What follows belongs to an exercise in optimizing a design on an open flow for small area and a short achievable clock period; a production flow would make more cautious choices.
Function was checked by simulation only, so behaviour that the tests miss may differ from the original.
No activity file was given, so power comes from the tool's default toggle rates.

**flow/config.mk**
```make
export PLATFORM = sky130hd
export DESIGN_NAME = xike_top
export DESIGN_NICKNAME = xike_top
export VERILOG_FILES = /design/flow/design.v
export SDC_FILE = /design/flow/constraint.sdc
export NUM_CORES = 4
export LEC_CHECK = 0
export CAP_MARGIN = 10
export CORE_MARGIN = 2
export CORE_UTILIZATION = 68
export PLACE_DENSITY = 0.76
export SLEW_MARGIN = 10
```
**flow/constraint.sdc**
```tcl
create_clock -name core_clock -period 10.0 [get_ports {bus_clk}]
set_input_delay 2.0000 -clock core_clock [delete_from_list [all_inputs] [get_ports {bus_clk}]]
set_output_delay 2.0000 -clock core_clock [all_outputs]
set_load 0.01 [all_outputs]
```
**flow/design.v**
```verilog
`timescale 1ns/1ps
`default_nettype none
module sync_fifo #(
  parameter int WIDTH = 32,
  parameter int DEPTH = 16
) (
  input  wire logic             bus_clk,
  input  wire logic             reset,
  input  wire logic             wr_en,
  input  wire logic [WIDTH-1:0] din,
  input  wire logic             rd_en,
  output logic      [WIDTH-1:0] dout,
  output logic                  full,
  output logic                  empty
);
  localparam int AW = $clog2(DEPTH);
  logic [WIDTH-1:0] mem [DEPTH];
  logic [AW-1:0]    wr_ptr;
  logic [AW-1:0]    rd_ptr;
  logic [AW:0]      count;
  logic             do_wr;
  logic             do_rd;
  assign do_wr = wr_en && !full;
  assign do_rd = rd_en && !empty;
  assign full  = count[AW];
  assign empty = (count == '0);
  assign dout  = mem[rd_ptr];
  always_ff @(posedge bus_clk) begin
    if (do_wr) begin
      mem[wr_ptr] <= din;
    end
  end
  always_ff @(posedge bus_clk) begin
    if (reset) begin
      wr_ptr <= '0;
      rd_ptr <= '0;
      count  <= '0;
    end else begin
      if (do_wr) begin
        wr_ptr <= wr_ptr + 1'b1;
      end
      if (do_rd) begin
        rd_ptr <= rd_ptr + 1'b1;
      end
      case ({do_wr, do_rd})
        2'b10:   count <= count + 1'b1;
        2'b01:   count <= count - 1'b1;
        default: count <= count;
      endcase
    end
  end
endmodule
module host_fifo #(
  parameter int WIDTH = 29,
  parameter int OWIDTH = 32,
  parameter int SBIT = 16,
  parameter int DEPTH = 64
) (
  input  wire logic              bus_clk,
  input  wire logic              reset,
  input  wire logic              wr_en,
  input  wire logic [WIDTH-1:0]  din,
  input  wire logic              rd_en,
  output logic      [OWIDTH-1:0] dout,
  output logic                   full,
  output logic                   empty
);
  localparam int BD = DEPTH - 1;
  localparam int AW = $clog2(BD);
  localparam int EXT = OWIDTH - WIDTH;
  logic [WIDTH-1:0]  mem [BD];
  logic [OWIDTH-1:0] head;
  logic [WIDTH-1:0]  head_new;
  logic [OWIDTH-1:0] head_wide;
  logic [AW-1:0]     wr_ptr;
  logic [AW-1:0]     rd_ptr;
  logic [AW-1:0]     bcnt;
  logic              hv;
  logic              push;
  logic              pop;
  logic              body_nz;
  logic              to_body;
  logic              from_body;
  logic              head_ld;
  function automatic logic [AW-1:0] next_ptr(input logic [AW-1:0] ptr);
    if (ptr == AW'(BD - 1)) begin
      next_ptr = '0;
    end else begin
      next_ptr = ptr + 1'b1;
    end
  endfunction
  assign push      = wr_en && !full;
  assign pop       = rd_en && hv;
  assign body_nz   = (bcnt != '0);
  assign to_body   = push && hv && !(pop && !body_nz);
  assign from_body = pop && body_nz;
  assign head_ld   = pop || !hv;
  assign head_new  = from_body ? mem[rd_ptr] : din;
  assign head_wide = {head_new[WIDTH-1:SBIT+1], {EXT{head_new[SBIT]}}, head_new[SBIT:0]};
  always_ff @(posedge bus_clk) begin
    if (push) begin
      mem[wr_ptr] <= din;
    end
  end
  always_ff @(posedge bus_clk) begin
    head <= head_ld ? head_wide : dout;
  end
  always_ff @(posedge bus_clk) begin
    dout <= head_ld ? head_wide : head;
  end
  always_ff @(posedge bus_clk) begin
    if (reset) begin
      hv     <= 1'b0;
      empty  <= 1'b1;
      full   <= 1'b0;
      wr_ptr <= '0;
      rd_ptr <= '0;
      bcnt   <= '0;
    end else begin
      hv    <= body_nz || push || (hv && !rd_en);
      empty <= !(body_nz || push || (!empty && !rd_en));
      full  <= (full && !pop) || (push && !pop && hv && (bcnt == AW'(BD - 1)));
      if (to_body) begin
        wr_ptr <= next_ptr(wr_ptr);
      end
      if (from_body) begin
        rd_ptr <= next_ptr(rd_ptr);
      end
      case ({to_body, from_body})
        2'b10:   bcnt <= bcnt + 1'b1;
        2'b01:   bcnt <= bcnt - 1'b1;
        default: bcnt <= bcnt;
      endcase
    end
  end
endmodule
`default_nettype wire
`timescale 1ns/1ps
`default_nettype none
module xike_regs (
  input  wire logic                        bus_clk,
  input  wire logic                        reset,
  input  wire logic                        reg_wren,
  input  wire logic                        reg_rden,
  input  wire logic [5-1:0] reg_addr,
  input  wire logic [15:0]                 reg_wdata,
  input  wire logic                        in_drop,
  output logic      [15:0]                 reg_rdata,
  output logic                             mua_en
);
  logic [15:0] ctrl_reg;
  logic [15:0] ovf_cnt;
  logic [15:0] rd_sel;
  logic [15:0] rd_hold;
  always_comb begin
    case (reg_addr)
      5'd0: rd_sel = ctrl_reg;
      5'd1:  rd_sel = ovf_cnt;
      default:        rd_sel = '0;
    endcase
  end
  assign mua_en = ctrl_reg[0];
  always_ff @(posedge bus_clk) begin
    if (reset) begin
      ctrl_reg <= '0;
    end else if (reg_wren && (reg_addr == 5'd0)) begin
      ctrl_reg <= reg_wdata;
    end
  end
  always_ff @(posedge bus_clk) begin
    if (reset) begin
      ovf_cnt <= '0;
    end else if (in_drop && (ovf_cnt != '1)) begin
      ovf_cnt <= ovf_cnt + 1'b1;
    end
  end
  always_ff @(posedge bus_clk) begin
    if (reset) begin
      rd_hold <= '0;
    end else begin
      rd_hold <= reg_rden ? rd_sel : reg_rdata;
    end
  end
  always_ff @(posedge bus_clk) begin
    if (reset) begin
      reg_rdata <= '0;
    end else begin
      reg_rdata <= reg_rden ? rd_sel : rd_hold;
    end
  end
endmodule
`default_nettype wire
`timescale 1ns/1ps
`default_nettype none
module raw_comb (
  input  wire logic                                          bus_clk,
  input  wire logic                                          reset,
  input  wire logic [(3 + 12 + 16)-1:0]                     in_sample,
  input  wire logic                                          in_empty,
  input  wire logic                                          comb_ready,
  output logic                                               in_rden,
  output logic                                               comb_valid,
  output logic [5*(12 + 16)-1:0]          comb_frame
);
  localparam int N  = 5;
  localparam int LW = (12 + 16);
  logic [N-1:0]               lane_wr;
  logic                       frame_done;
  logic [3-1:0]  in_stream;
  assign in_stream = in_sample[(3 + 12 + 16)-1 -: 3];
  assign in_rden = !in_empty && !comb_valid;
  always_comb begin
    for (int i = 0; i < N; i++) begin
      lane_wr[i] = in_rden && (in_stream == 3'(i));
    end
  end
  assign frame_done = lane_wr[N-1];
  always_ff @(posedge bus_clk) begin
    for (int i = 0; i < N; i++) begin
      if (lane_wr[i]) begin
        comb_frame[i*LW +: LW] <= in_sample[LW-1:0];
      end
    end
  end
  always_ff @(posedge bus_clk) begin
    if (reset) begin
      comb_valid <= 1'b0;
    end else if (frame_done) begin
      comb_valid <= 1'b1;
    end else if (comb_valid && comb_ready) begin
      comb_valid <= 1'b0;
    end
  end
endmodule
`default_nettype wire
`timescale 1ns/1ps
`default_nettype none
module mua_filter (
  input  wire logic                                   bus_clk,
  input  wire logic                                   reset,
  input  wire logic                                   comb_valid,
  input  wire logic [5*(12 + 16)-1:0] comb_frame,
  input  wire logic                                   mua_ready,
  output logic                                        comb_ready,
  output logic                                        mua_valid,
  output logic [5*(12 + 17)-1:0]       mua_frame
);
  localparam int N  = 5;
  localparam int QW = (12 + 17);
  localparam int LW = (12 + 16);
  localparam int DAW = 16;
  localparam int IW = $clog2(32);
  logic [DAW-1:0]                 hist [N][32];
  logic [N-1:0][32-1:0] hist_seen;
  logic [N-1:0][IW-1:0]           idx;
  logic                           advance;
  logic                           accept;
  logic                           s1_valid;
  logic [N*LW-1:0]                s1_frame;
  logic [N-1:0][DAW-1:0]          s1_prev;
  assign advance    = !(mua_valid && !mua_ready);
  assign comb_ready = advance;
  assign accept     = comb_valid && advance;
  always_comb begin
    for (int l = 0; l < N; l++) begin
      idx[l] = comb_frame[l*LW + DAW +: IW];
    end
  end
  always_ff @(posedge bus_clk) begin
    if (accept) begin
      for (int l = 0; l < N; l++) begin
        hist[l][idx[l]] <= comb_frame[l*LW +: DAW];
      end
    end
  end
  always_ff @(posedge bus_clk) begin
    if (reset) begin
      hist_seen <= '0;
    end else if (accept) begin
      for (int l = 0; l < N; l++) begin
        hist_seen[l][idx[l]] <= 1'b1;
      end
    end
  end
  always_ff @(posedge bus_clk) begin
    if (advance) begin
      s1_frame <= comb_frame;
      for (int l = 0; l < N; l++) begin
        s1_prev[l] <= hist_seen[l][idx[l]] ? hist[l][idx[l]] : '0;
      end
    end
  end
  always_ff @(posedge bus_clk) begin
    if (advance) begin
      for (int l = 0; l < N; l++) begin
        mua_frame[l*QW + 17 +: 12] <= s1_frame[l*LW + DAW +: 12];
        mua_frame[l*QW +: 17] <= {1'b0, s1_frame[l*LW +: DAW]} - {1'b0, s1_prev[l]};
      end
    end
  end
  always_ff @(posedge bus_clk) begin
    if (reset) begin
      s1_valid  <= 1'b0;
      mua_valid <= 1'b0;
    end else if (advance) begin
      s1_valid  <= comb_valid;
      mua_valid <= s1_valid;
    end
  end
endmodule
`default_nettype wire
`timescale 1ns/1ps
`default_nettype none
module mua_serializer (
  input  wire logic                               bus_clk,
  input  wire logic                               reset,
  input  wire logic                               mua_valid,
  input  wire logic [5*(12 + 17)-1:0] mua_frame,
  input  wire logic                               host_full,
  output logic                                    mua_ready,
  output logic                                    word_valid,
  output logic [(12 + 17)-1:0]                     word
);
  localparam int N  = 5;
  localparam int CW = $clog2(N);
  logic                      busy;
  logic [CW-1:0]             lane_cnt;
  logic [N-1:0][(12 + 17)-1:0] frame_q;
  assign mua_ready  = !busy;
  assign word_valid = busy && !host_full;
  assign word       = frame_q[lane_cnt];
  always_ff @(posedge bus_clk) begin
    if (mua_valid && mua_ready) begin
      frame_q <= mua_frame;
    end
  end
  always_ff @(posedge bus_clk) begin
    if (reset) begin
      busy     <= 1'b0;
      lane_cnt <= '0;
    end else if (mua_valid && mua_ready) begin
      busy     <= 1'b1;
      lane_cnt <= '0;
    end else if (word_valid) begin
      if (lane_cnt == CW'(N - 1)) begin
        busy <= 1'b0;
      end else begin
        lane_cnt <= lane_cnt + 1'b1;
      end
    end
  end
endmodule
`default_nettype wire
`timescale 1ns/1ps
`default_nettype none
module xike_top (
  input  wire logic                        bus_clk,
  input  wire logic                        reset,
  input  wire logic                        sample_valid,
  input  wire logic [30:0]                 sample,
  input  wire logic                        reg_wren,
  input  wire logic                        reg_rden,
  input  wire logic [5-1:0] reg_addr,
  input  wire logic [15:0]                 reg_wdata,
  input  wire logic                        host_rden,
  output logic      [15:0]                 reg_rdata,
  output logic      [31:0]                 host_data,
  output logic                             host_empty
);
  logic                                      mua_en;
  logic                                      in_wren;
  logic                                      in_drop;
  logic                                      in_full;
  logic                                      in_empty;
  logic                                      in_rden;
  logic [(3 + 12 + 16)-1:0]                 in_sample;
  logic                                      comb_valid;
  logic                                      comb_ready;
  logic [5*(12 + 16)-1:0] comb_frame;
  logic                                      mua_valid;
  logic                                      mua_ready;
  logic [5*(12 + 17)-1:0]     mua_frame;
  logic                                      word_valid;
  logic [(12 + 17)-1:0]                       word;
    logic                                      host_full;
  assign in_wren = sample_valid && mua_en && !in_full;
  assign in_drop = sample_valid && mua_en && in_full;
  xike_regs i_xike_regs (
    .bus_clk  (bus_clk  ),
    .reset    (reset    ),
    .reg_wren (reg_wren ),
    .reg_rden (reg_rden ),
    .reg_addr (reg_addr ),
    .reg_wdata(reg_wdata),
    .in_drop  (in_drop  ),
    .reg_rdata(reg_rdata),
    .mua_en   (mua_en   )
  );
  sync_fifo #(.WIDTH((3 + 12 + 16)), .DEPTH(16)) i_in_fifo (
    .bus_clk(bus_clk  ),
    .reset  (reset    ),
    .wr_en  (in_wren  ),
    .din    (sample   ),
    .rd_en  (in_rden  ),
    .dout   (in_sample),
    .full   (in_full  ),
    .empty  (in_empty )
  );
  raw_comb i_raw_comb (
    .bus_clk   (bus_clk   ),
    .reset     (reset     ),
    .in_sample (in_sample ),
    .in_empty  (in_empty  ),
    .comb_ready(comb_ready),
    .in_rden   (in_rden   ),
    .comb_valid(comb_valid),
    .comb_frame(comb_frame)
  );
  mua_filter i_mua_filter (
    .bus_clk   (bus_clk   ),
    .reset     (reset     ),
    .comb_valid(comb_valid),
    .comb_frame(comb_frame),
    .mua_ready (mua_ready ),
    .comb_ready(comb_ready),
    .mua_valid (mua_valid ),
    .mua_frame (mua_frame )
  );
  mua_serializer i_mua_serializer (
    .bus_clk   (bus_clk   ),
    .reset     (reset     ),
    .mua_valid (mua_valid ),
    .mua_frame (mua_frame ),
    .host_full (host_full ),
    .mua_ready (mua_ready ),
    .word_valid(word_valid),
    .word      (word      )
  );
  host_fifo #(.WIDTH((12 + 17)), .OWIDTH((12 + 20)), .SBIT(16), .DEPTH(64)) i_host_fifo (
    .bus_clk(bus_clk   ),
    .reset  (reset     ),
    .wr_en  (word_valid),
    .din    (word      ),
    .rd_en  (host_rden ),
    .dout   (host_data ),
    .full   (host_full ),
    .empty  (host_empty)
  );
endmodule
`default_nettype wire
```
**flow/flow/run.sh**
```bash
#!/bin/bash
set -euo pipefail
here=$(pwd)
bash standard.sh \
  SETUP_SLACK_MARGIN=6.6 \
  IO_CONSTRAINTS="$here/flow/io.tcl" \
  CTS_ARGS="-sink_clustering_enable -repair_clock_nets -sink_clustering_size 25 -sink_clustering_max_diameter 100 -distance_between_buffers 400 -dont_use_dummy_load" \
  finish > standard_flow.log 2>&1
```
**flow/flow/io.tcl**
```tcl
set_io_pin_constraint -pin_names {reg_rdata[*] reg_rden reg_wren reg_addr[*] reg_wdata[*] reset} -region top:*
set_io_pin_constraint -pin_names {host_data[*] host_empty host_rden} -region right:*
set_io_pin_constraint -pin_names {sample[*] sample_valid bus_clk} -region left:*
```
**flow/standard.sh**
```bash
#!/bin/bash
# synth_recipe.tcl (not shown) runs the flow's synth.tcl, then flattens the netlist and writes it again
# the make line also repeats each setting of config.mk as NAME=value (left out here)
make -C /OpenROAD-flow-scripts/flow DESIGN_CONFIG=/design/flow/config.mk WORK_HOME=/design/flow/orfs CLKGATE_MAP_FILE= SYNTH_SCRIPT=/design/flow/synth_recipe.tcl "${@:-finish}"
```
==> results of run 1 <==
-- power by group through the flow --
stage	combinational, mW	sequential [mW]	clock (mW)
floorplan	3.88	29.3	0
global placement	5.48	29.7	0
detailed placement	5.60	29.8	0
CTS	5.75	29.2	12.3
global route	6.15	29.3	13.0
finish	5.83	29.2	12.2
-- cells by family after synthesis --
kind of cell | share of synthesized area
adders and majority gates | 0.00734
and+or+nand+nor | 0.0261
xor gates and xnor gates | 0.00354
AOI/OAI and AO/OA | 0.0232
muxes | 0.159
buffers and inverters | 0.0131
DFF | 0.768
-- per-layer routing --
layer  vias up  global-route usage  wire, um
met5         -                   0        36
met4         6               0.128     24100
met3       992              0.0488     50000
met2      6129               0.510    260000
met1     56800               0.444    192000
li1      44000                   -         -
-- through the flow --
step	worst slack [ps]	power (mW)
finish	6490	47.1
global route	6430	48.5
CTS	6430	47.3
detailed placement	4780	35.4
global placement	4840	35.1
floorplan	6110	33.1
-- cells in the final DEF (no fill, tap or decap), types with 59 or more instances in the layout --
cell | netlist | final
mux4_2 | 1467 | 1467
clkbuf_16 | 0 | 288
nor2_4 | 0 | 80
nor2_1 | 560 | 462
inv_1 | 141 | 135
buf_6 | 8 | 71
mux2i_1 | 213 | 208
a21oi_1 | 376 | 370
dfxtp_1 | 339 | 278
nand3_1 | 67 | 64
a21o_1 | 71 | 71
edfxtp_1 | 5533 | 5533
nand2b_1 | 65 | 63
ha_1 | 121 | 116
o21ai_0 | 100 | 95
o22ai_1 | 70 | 60
nor2b_1 | 65 | 59
buf_4 | 40 | 335
nand2_1 | 350 | 345
-- area by class of cell --
cell class                      count  area [um^2]  area share
Sequential cell                  5872       173000       0.715
Multi-Input combinational cell   4135        50700       0.209
Clock buffer                      285         7130      0.0295
Tap cell                         4366         5460      0.0226
Timing Repair Buffer              525         5190      0.0214
Inverter                          143          548     0.00226
Antenna cell                       30         75.1    0.000310
-- worst max-delay path by stage --
| stage | cells past startpoint | slack [ps] | end | start |
|---|---|---|---|---|
| after floorplan | 13 | 6110 | i_host_fifo.bcnt[5]$_SDFFE_PP0P_ | host_rden |
| after global placement | 6 | 4840 | i_host_fifo.dout[19]$_DFF_P_ | host_rden |
| after detailed placement | 6 | 4780 | i_host_fifo.dout[17]$_DFF_P_ | host_rden |
| after CTS | 1 | 6430 | host_data[3] | i_host_fifo.dout[3]$_DFF_P_ |
| after global routing | 12 | 6430 | i_host_fifo.bcnt[5]$_SDFFE_PP0P_ | i_mua_serializer.busy$_SDFFE_PP0P_ |
| final | 1 | 6490 | host_data[31] | i_host_fifo.dout[31]$_DFF_P_ |
-- what timing repair did --
action,in CTS,in global routing
hold endpoints to repair,0,0
buffers inserted,49,17
endpoints found under the setup margin,4168,872
hold buffers,0,0
gates cloned,11,5
gates resized for setup,434,69
pin swaps,14,7
-- worst reg2reg max path: stages, from the launching register on --
cell,delay [ps]
dfxtp_4,670
buf_6,530
mux4_2,450
mux2_2,210
o22ai_1,90
a221oi_1,830
o221ai_1,260
a21oi_1,250
a21o_1,110
==> impl_results.md, run 1 <==
* Aggregate global-route resource usage at 0.316
* Initial DRC count at 15.2k
* Worst hold path class: register to register
* Hold_ws at 390 ps
* Synth unique cells at 75
* Slowest-stage cell, CP: dfxtp_4
* Slew @ Worst Pin at 1270 ps
* Clock share of power at 0.258
* Async SR Flop Fraction at 0
* Final Max Tran Viols at 0
* Pwr/cell area at 195 mW/mm^2
* Clock root cell: clkbuf_16
* Commonest cells in the netlist: edfxtp_1, mux4_2, nor2_1, a21oi_1, nand2_1
* Net total in the final layout at 11.1k
* Worst skew pair latency at 1020 ps
* Crit Reg-Reg Endpoint: i_host_fifo.dout[3]$_DFF_P_
* Slack of the worst reg-to-reg path at 6530 ps
* # port buffers at 106
* Final TNS setup at 0 ps
* Max Cap Viol at 0
* Syn nets at 10.9k
* Reg clk slew, reported paths at 100 ps
* Post-synth top area share at 0.738
* Via/cell ratio at 7.03
* Post-layout util at 0.734
* Site Rows at 211
* Initial antenna violation count at 21
* Overflow after GRT at 0
* Crit share post-route at 0.351
* Final-layout fill cell count at 18.1k
* Net Switching at 11.3 mW
* Final non-filler cell area at 0.242 mm^2
* Max VDD drop at 246 uV
* Crit path capture type: output port
* Layout area overhead at 7.50%
* Hold path cells at 1
* Die Height at 580 um
* First-pass GRT wire length at 752,000 um
* Pint at 35.9 mW
* Critical path, cell by cell: buf_6
* Sw Share at 0.239
* Register area share after synthesis at 0.768
* Post-synth EDFFs at 5,533
* CP required at 8000 ps
* Post-route ant nets at 0
* Starting Density at 0.683
* Yosys top cell by area: edfxtp_1
* Outcome: timing/DRC/antenna clean
* H-tree levels at 5
* Hold endpoint: i_host_fifo.dout[31]$_DFF_P_
* #FFs+latches synth at 5,872
* Mapped Area at 0.225 mm^2
* Setup violators final at 0
* Reg2Reg Depth at 8
* Synth Area per Inst at 21.1 um^2
* Placed instance area at 0.233 mm^2
* CTS Buf Count at 285
* Max Clock Skew at 55.6 ps
* Pre-antenna DRT Iters at 8
* Top area cells in the synthesized netlist: edfxtp_1, mux4_2, dfxtp_1
* # IOs at 107
* Pleak at 74.5 nW
* HP Start: i_host_fifo.head[31]$_DFF_P_
* RSZ-0062 raised after global routing: yes
* Critical Path AT at 1510 ps
* Top delay family on crit path: flip-flops
* Synth warnings at 6
* Final min period at 3510 ps
* Share of layout cells above drive strength 1 at 0.236
* GPL Wtd Cong at 0.897
* Max_slew headroom at 0.152
* Setup Crit Path Kind: register to output port
* CTS Sinks at 5,872
* Critical Path Fanout Max at 2
* Pin count of the biggest net entering global routing at 151
* Via count at 108k
* Synth Flop Type: edfxtp_1
* Placed insts at 15.0k
* Max reg flops at 2,560
* Comb pwr share at 0.124
* Max clock buf depth at 4
* Worst Path Buf+Inv at 1
* Number of remaining DRC errors at 0
* CP max stage delay at 380 ps
* Most numerous cell in the Yosys netlist: edfxtp_1
* Drt wl/cell at 34.2 um
* Core area at 0.330 mm^2
* Post-DP HPWL at 297,000 um
* Final Hold Vio Count at 0
* Fmax achieved at 285 MHz
* Die ar. at 0.336 mm^2
* Die width at 580 um
* Reg power frac at 0.618
* Vias in the first global route at 107k
* Final non-filler cell total at 15.4k
* CTS tree: built
* Synth Instances at 10.7k
* Routed wire length at 526,000 um
* Crit path launch type: register
==> inputs of run 2 (changes only) <==
==> flow/config.mk (replaced) <==
export PLATFORM = sky130hd
export DESIGN_NAME = xike_top
export DESIGN_NICKNAME = xike_top
export VERILOG_FILES = /design/flow/design.v
export SDC_FILE = /design/flow/constraint.sdc
export NUM_CORES = 4
export LEC_CHECK = 0
export CAP_MARGIN = 20
export CORE_MARGIN = 2
export CORE_UTILIZATION = 60
export CTS_CLUSTER_DIAMETER = 120
export CTS_CLUSTER_SIZE = 20
export PLACE_DENSITY = 0.7
export SLEW_MARGIN = 20
==> run 2 against run 1 <==
  * Highest routed layer unchanged
  * Hold slack better by 11 ps
  * Still clean on timing, DRC and antenna
  * Critical endpoint is now host_data[11]
  * Sequential power about the same
  * Largest cell class unchanged
  * Clock power about the same
==> impl_results.md, run 2 <==
* Outcome: timing/DRC/antenna clean
* Vias in the first global route at 107k
* Slowest-stage cell, CP: dfxtp_4
* RSZ-0062 raised after global routing: yes
* Pin count of the biggest net entering global routing at 144
* Final min period at 3550 ps
* # IOs at 107
* Share of layout cells above drive strength 1 at 0.240
* Hold_ws at 401 ps
* Crit share post-route at 0.355
* GPL Wtd Cong at 0.873
* Slack of the worst reg-to-reg path at 6640 ps
* Placed instance area at 0.234 mm^2
* Placed insts at 15.6k
* Net total in the final layout at 11.2k
* Final non-filler cell area at 0.244 mm^2
* Mapped Area at 0.225 mm^2
* Critical Path Fanout Max at 2
* Layout area overhead at 8.25%
* CP max stage delay at 400 ps
* Pleak at 75.0 nW
* Critical path, cell by cell: buf_6
* Worst Path Buf+Inv at 1
* CTS Sinks at 5,872
* Via count at 108k
* Synth Flop Type: edfxtp_1
* Setup Crit Path Kind: register to output port
* Synth unique cells at 75
* CP required at 8000 ps
* Final non-filler cell total at 16.0k
* Worst skew pair latency at 1020 ps
* Clock root cell: clkbuf_16
* Post-synth EDFFs at 5,533
* Async SR Flop Fraction at 0
* Die Height at 617 um
* Final Max Tran Viols at 0
* Top area cells in the synthesized netlist: edfxtp_1, mux4_2, dfxtp_1
* Max Clock Skew at 70.5 ps
* Synth Instances at 10.7k
* CTS Buf Count at 285
* Commonest non-fill, non-tap cell in the layout: edfxtp_1
* Max Cap Viol at 0
* Critical Path AT at 1550 ps
* Overflow after GRT at 0
* Post-synth top area share at 0.738
* Core area at 0.373 mm^2
* Post-DP HPWL at 298,000 um
* Register area share after synthesis at 0.768
* Final TNS setup at 0 ps
* Synth Area per Inst at 21.1 um^2
* Final Hold Vio Count at 0
* Number of remaining DRC errors at 0
* Highest-count cells in the layout ignoring fill and taps: edfxtp_1, mux4_2, nor2_1, a21oi_1, buf_4
* Max reg flops at 2,560
* Yosys top cell by area: edfxtp_1
* H-tree levels at 5
* Max_slew headroom at 0.257
* Crit path launch type: register
* CTS hold repair buffers at 0
* Worst hold path class: register to register
* Aggregate global-route resource usage at 0.276
* Top delay family on crit path: flip-flops
* Post-route ant nets at 0
* Post-place setup slack at 4940 ps
* Reg clk slew, reported paths at 110 ps
* CTS tree: built
* Final-layout fill cell count at 23.8k
* Slew @ Worst Pin at 1100 ps
* Worst setup margin at 6450 ps
* Commonest cells in the netlist: edfxtp_1, mux4_2, nor2_1, a21oi_1, nand2_1
* Most numerous cell in the Yosys netlist: edfxtp_1
* Initial DRC count at 14.2k
* Starting Density at 0.604
* First-pass GRT wire length at 755,000 um
* Max clock buf depth at 4
* Syn nets at 10.9k
* Post-layout util at 0.654
* Site Rows at 224
* Setup violators final at 0
* #FFs+latches synth at 5,872
* Routed wire length at 524,000 um
* Max VDD drop at 207 uV
* Pre-antenna DRT Iters at 6
* Via/cell ratio at 6.72
* Die ar. at 0.380 mm^2
* Crit path capture type: output port
* # port buffers at 106
* Die width at 617 um
* Synth warnings at 6
* Initial antenna violation count at 42
* Pwr/cell area at 194 mW/mm^2
* Design Power at 47.4 mW
* Fmax achieved at 282 MHz
* Drt wl/cell at 32.7 um
==> run 2: cell families after synthesis <==
logic type,synth area share
xor+xnor,0.00354
compound gates,0.0232
flops,0.768
simple gates,0.0261
mux,0.159
fa+ha+maj,0.00734
buf+inv,0.0131
==> run 2: power breakdown <==
group	total, mW	switching [mW]	leakage [nW]	internal [mW]
sequential	28.9	0.696	53.2	28.2
combinational	6.27	3.66	18.3	2.61
clock	12.1	7.02	3.51	5.13
==> run 2: area by class of cell <==
type                       count  area [um^2]  area share
multi-input combinational   4133        50600       0.208
antenna                       25         62.6    0.000257
timing repair buffer         586         6170      0.0253
tap                         4972         6220      0.0255
sequential                  5872       173000       0.710
inverter                     143          544     0.00223
clock buffer                 285         7130      0.0293
==> run 2: routing by layer <==
metal / share of wire / vias up / track usage
met4: 0.037 / 20 / 0.0883
met5: 0.00024 / - / 0
met3: 0.088 / 900 / 0.0396
met2: 0.50 / 5523 / 0.452
li1: - / 44100 / -
met1: 0.38 / 57000 / 0.392
==> run 2: final timing paths <==
path                                                           start                               endpoint  cells after the start
worst max register to register                              register           i_host_fifo.dout[25]$_DFF_P_                      9
worst min register to register  i_mua_filter.s1_frame[139]$_DFFE_PN_  i_mua_filter.mua_frame[144]$_DFFE_PN_                      0
worst max-delay path                    i_host_fifo.dout[11]$_DFF_P_                          host_data[11]                      1
worst min-delay path            i_mua_filter.s1_frame[139]$_DFFE_PN_  i_mua_filter.mua_frame[144]$_DFFE_PN_                      0
==> run 2: what timing repair did <==
| action | 4_1_cts | 5_1_grt |
|---|---|---|
| cloned | 17 | 4 |
| buffers inserted | 34 | 15 |
| gates resized for setup | 427 | 54 |
| setup endpoints to repair | 2186 | 823 |
| pin swaps | 9 | 7 |

afterwards: timing with drivers on the ports:
Ports are ideal in the flow. The routed layouts listed here were re-timed in OpenROAD. Step 1 sets driving cells, clkbuf_16 on the clock port and buf_2 on the other inputs (assumed; they add their load-dependent delay and slew). Step 2 moves the port delays by t, midway between the first and last clock arrival at a register: inputs arrive t later, outputs are due t later. That takes back most of the time a late clock gives input paths. Slacks: no drivers / after step 1 / after step 2; pairs: no drivers / after step 1.
run | t, ns | setup WS [ns] | worst register clock-pin slew, ns | worst slew at a driven data input, ns | cell pins on the clock port's net
run 1 | 1.126 | 6.495 / 6.373 / 5.651 | 0.10 / 0.10 | 0.21 | 1
run 2 | 1.103 | 6.450 / 6.342 / 5.622 | 0.11 / 0.11 | 0.14 | 1
After both steps setup and hold are still met in every run listed. For run 1, which loses most, drivers alone change the setup slack by -0.122 ns; drivers and shift together by -0.844 ns.
